Context: an optimization exercise on an open-source flow, tuned for small area and a short achievable clock period. The choices shown serve that exercise and are no tape-out recipe.
Only simulation tests tie the RTL to the original design; equivalence was not proved.
No activity file was given, so power comes from the tool's default toggle rates.

## build 21
==> flow/design.v (excerpt) <==
module idExStage (
    input  logic        clk,
    input  logic        reset,
    input  logic        inValid,
    output logic        inReady,
    input  logic [31:0] pc,
    input  logic [31:0] inst,
    input  logic [31:0] rs1Data,
    input  logic [31:0] rs2Data,
    input  logic [31:0] busReadData,
    output logic        outValid,
    input  logic        outReady,
    output logic        rdWriteEn,
    output logic [4:0]  rd,
    output logic [31:0] rdData,
    output logic        jumpEn,
    output logic [31:0] jumpAddr,
    output logic        busWriteEn,
    output logic [31:0] busAddr,
    output logic [31:0] busWriteData
);
Size: about 2500 cells after synthesis, ~300 I/O pins, ~14000 um2 of cells after synthesis.
Settings: LEC_CHECK=0, ABC_AREA=1, CAP_MARGIN=20, CORE_MARGIN=2, CORE_UTILIZATION=55, SETUP_SLACK_MARGIN=4.0, SLEW_MARGIN=20; clock period 8.0 ns.
standard.sh (not shown) runs the stock make flow with config.mk's settings and CLKGATE_MAP_FILE= SYNTH_SCRIPT=/design/flow/synth_recipe.tcl, a recipe that flattens the netlist after the stock synthesis.
==> flow/flow/run.sh <==
#!/bin/bash
# The standard layout with two changes passed to ORFS's make:
#  - the port buffers are the smallest plain buffer (buf_1) instead of the
#    flow's default pick, a slow delay cell;
#  - no full/half-adder cell extraction before ABC, so ABC maps the adders'
#    carry logic itself (faster than chains of fa_1 cells).
set -euo pipefail
bash standard.sh "BUFFER_PORTS_ARGS=-buffer_cell sky130_fd_sc_hd__buf_1" "ADDER_MAP_FILE=" finish > standard_make.log 2>&1
In the summary table, build 21 is marked failed, with error GRT-0232 raised in global routing.
diff inputs: build 21 => build 37
- CORE_UTILIZATION now 45, was 55
==> flow/flow/run.sh <==
#!/bin/bash
# The standard layout (standard.sh) with these changes passed to ORFS's make:
#  - the port buffers are the smallest plain buffer (buf_1) instead of the
#    flow's default pick, a slow delay cell;
#  - no full/half-adder cell extraction before ABC, so ABC maps the adders'
#    carry logic itself (faster than chains of fa_1 cells);
set -euo pipefail
B="BUFFER_PORTS_ARGS=-buffer_cell sky130_fd_sc_hd__buf_1"
bash standard.sh "$B" "ADDER_MAP_FILE=" cts > standard_make_to_cts.log 2>&1
bash standard.sh "$B" "ADDER_MAP_FILE=" "SETUP_SLACK_MARGIN=3.7" finish > standard_make_finish.log 2>&1
FAIL build 21 @ global routing: tool exited with error. Build 37 completed end to end with timing, DRC and antenna clean. Routability congestion estimate from global placement, build 37 vs build 21: down by a little under 10%. Synthesized netlist cell count: build 21 vs build 37 identical. The height of the die of build 37 exceeds that of build 21 by 10%. Effective utilization at floorplan ended up 10 points lower on build 37 than on build 21. Area after detailed placement went up slightly going from build 21 to build 37. Compared with build 21, build 37 shows a post-cts resize count that is 43 higher. Number of buffers inserted by post-CTS setup repair (build 21 / build 37): 0.850. In the reports for build 21 and build 37, the larger number of cells in the design after placement belongs to build 37. Post-placement setup slack: build 37 lower than build 21. Build 37 vs build 21: estimated wirelength of the detail-placed design up by more than 10%.
Inputs modified between build 37 and build 86:
- a change of SETUP_SLACK_MARGIN from 4.0 to 3.8
-- flow/flow/run.sh --
<<< build 37, line 10
bash standard.sh "$B" "ADDER_MAP_FILE=" "SETUP_SLACK_MARGIN=3.7" finish > standard_make_finish.log 2>&1
>>> build 86, line 10
bash standard.sh "$B" "ADDER_MAP_FILE=" "SETUP_SLACK_MARGIN=3.5" finish > standard_make_finish.log 2>&1
Findings:
The library cell contributing the largest single delay on the critical path comes out o21ai_0 in one run and o21ai_1 in the other, namely in build 86 and build 37 respectively. Build 86 reports a lower total power than build 37 does. From build 86 to build 37, die footprint did not move at all. Compared with build 37, in build 86 transition at the pin with the smallest max-transition slack did not really move, iteration count of the initial detailed-routing pass up 1, utilization went down by 2.9 points, post-synthesis cell type count stayed essentially flat. Build 86 ended up with fewer standard cells than build 37. Having completed the whole flow, build 86 delivered a layout that passed the timing, design-rule and antenna checks. Comparing the two runs side by side, build 86 comes out ahead of build 37 on first-pass GRT wire length.
Edits applied to the flow inputs when going from build 86 to build 30:
- changing SETUP_SLACK_MARGIN from 3.8 to 4.0
==> flow/flow/run.sh <==
#!/bin/bash
# The standard layout with two changes passed to ORFS's make:
#  - the port buffers are the smallest plain buffer (buf_1) instead of the
#    flow's default pick, a slow delay cell;
#  - no full/half-adder cell extraction before ABC, so ABC maps the adders'
#    carry logic itself (faster than chains of fa_1 cells).
set -euo pipefail
bash standard.sh "BUFFER_PORTS_ARGS=-buffer_cell sky130_fd_sc_hd__buf_1" "ADDER_MAP_FILE=" finish > standard_make.log 2>&1
## What came out
Higher power drawn by the combinational cells among build 30 and build 86: build 30. In build 30, global routing usage summed across all routing layers is higher than in build 86. Build 30 reports a higher highest ir drop seen on vdd than build 86 does. The higher sum of met3 wire segment lengths after detailed routing came out of build 30. Summary of build 30 over build 86: logic depth of the worst setup path including buffers moved down; fmax increased 20 MHz; final setup slack of the worst path grew by 0.38 ns; time the final worst path needs with I/O delays and setup went down by 0.38 ns.

separate check: timing with driven ports:
The results above use ideal ports. As a check the final layouts listed here were re-extracted and re-timed, cells and wires unchanged. Step 1: set_driving_cell puts a clkbuf_16 on clk and a buf_2 on each other input, an assumption about the parent block. Step 2, shift: input delay + t, output delay - t, t = (earliest + latest rising clock arrival at the registers) / 2. This alone moves slack from input paths to output paths. Slacks: ideal / step 1 / step 2; pairs: ideal / step 1.
| run | t (ns) | setup WS [ns] | worst register clock-pin slew, ns |
|---|---|---|---|
| build 37 | 0.429 | 3.767 / 3.771 / 3.342 | 0.08 / 0.08 |
| build 86 | 0.422 | 3.501 / 3.480 / 3.058 | 0.08 / 0.08 |
| build 30 | 0.427 | 3.881 / 3.814 / 3.386 | 0.08 / 0.08 |
After both steps every run listed still meets setup and hold. The setup slack of build 30, which loses most, moves by -0.067 ns with the drivers and by -0.495 ns with both steps.
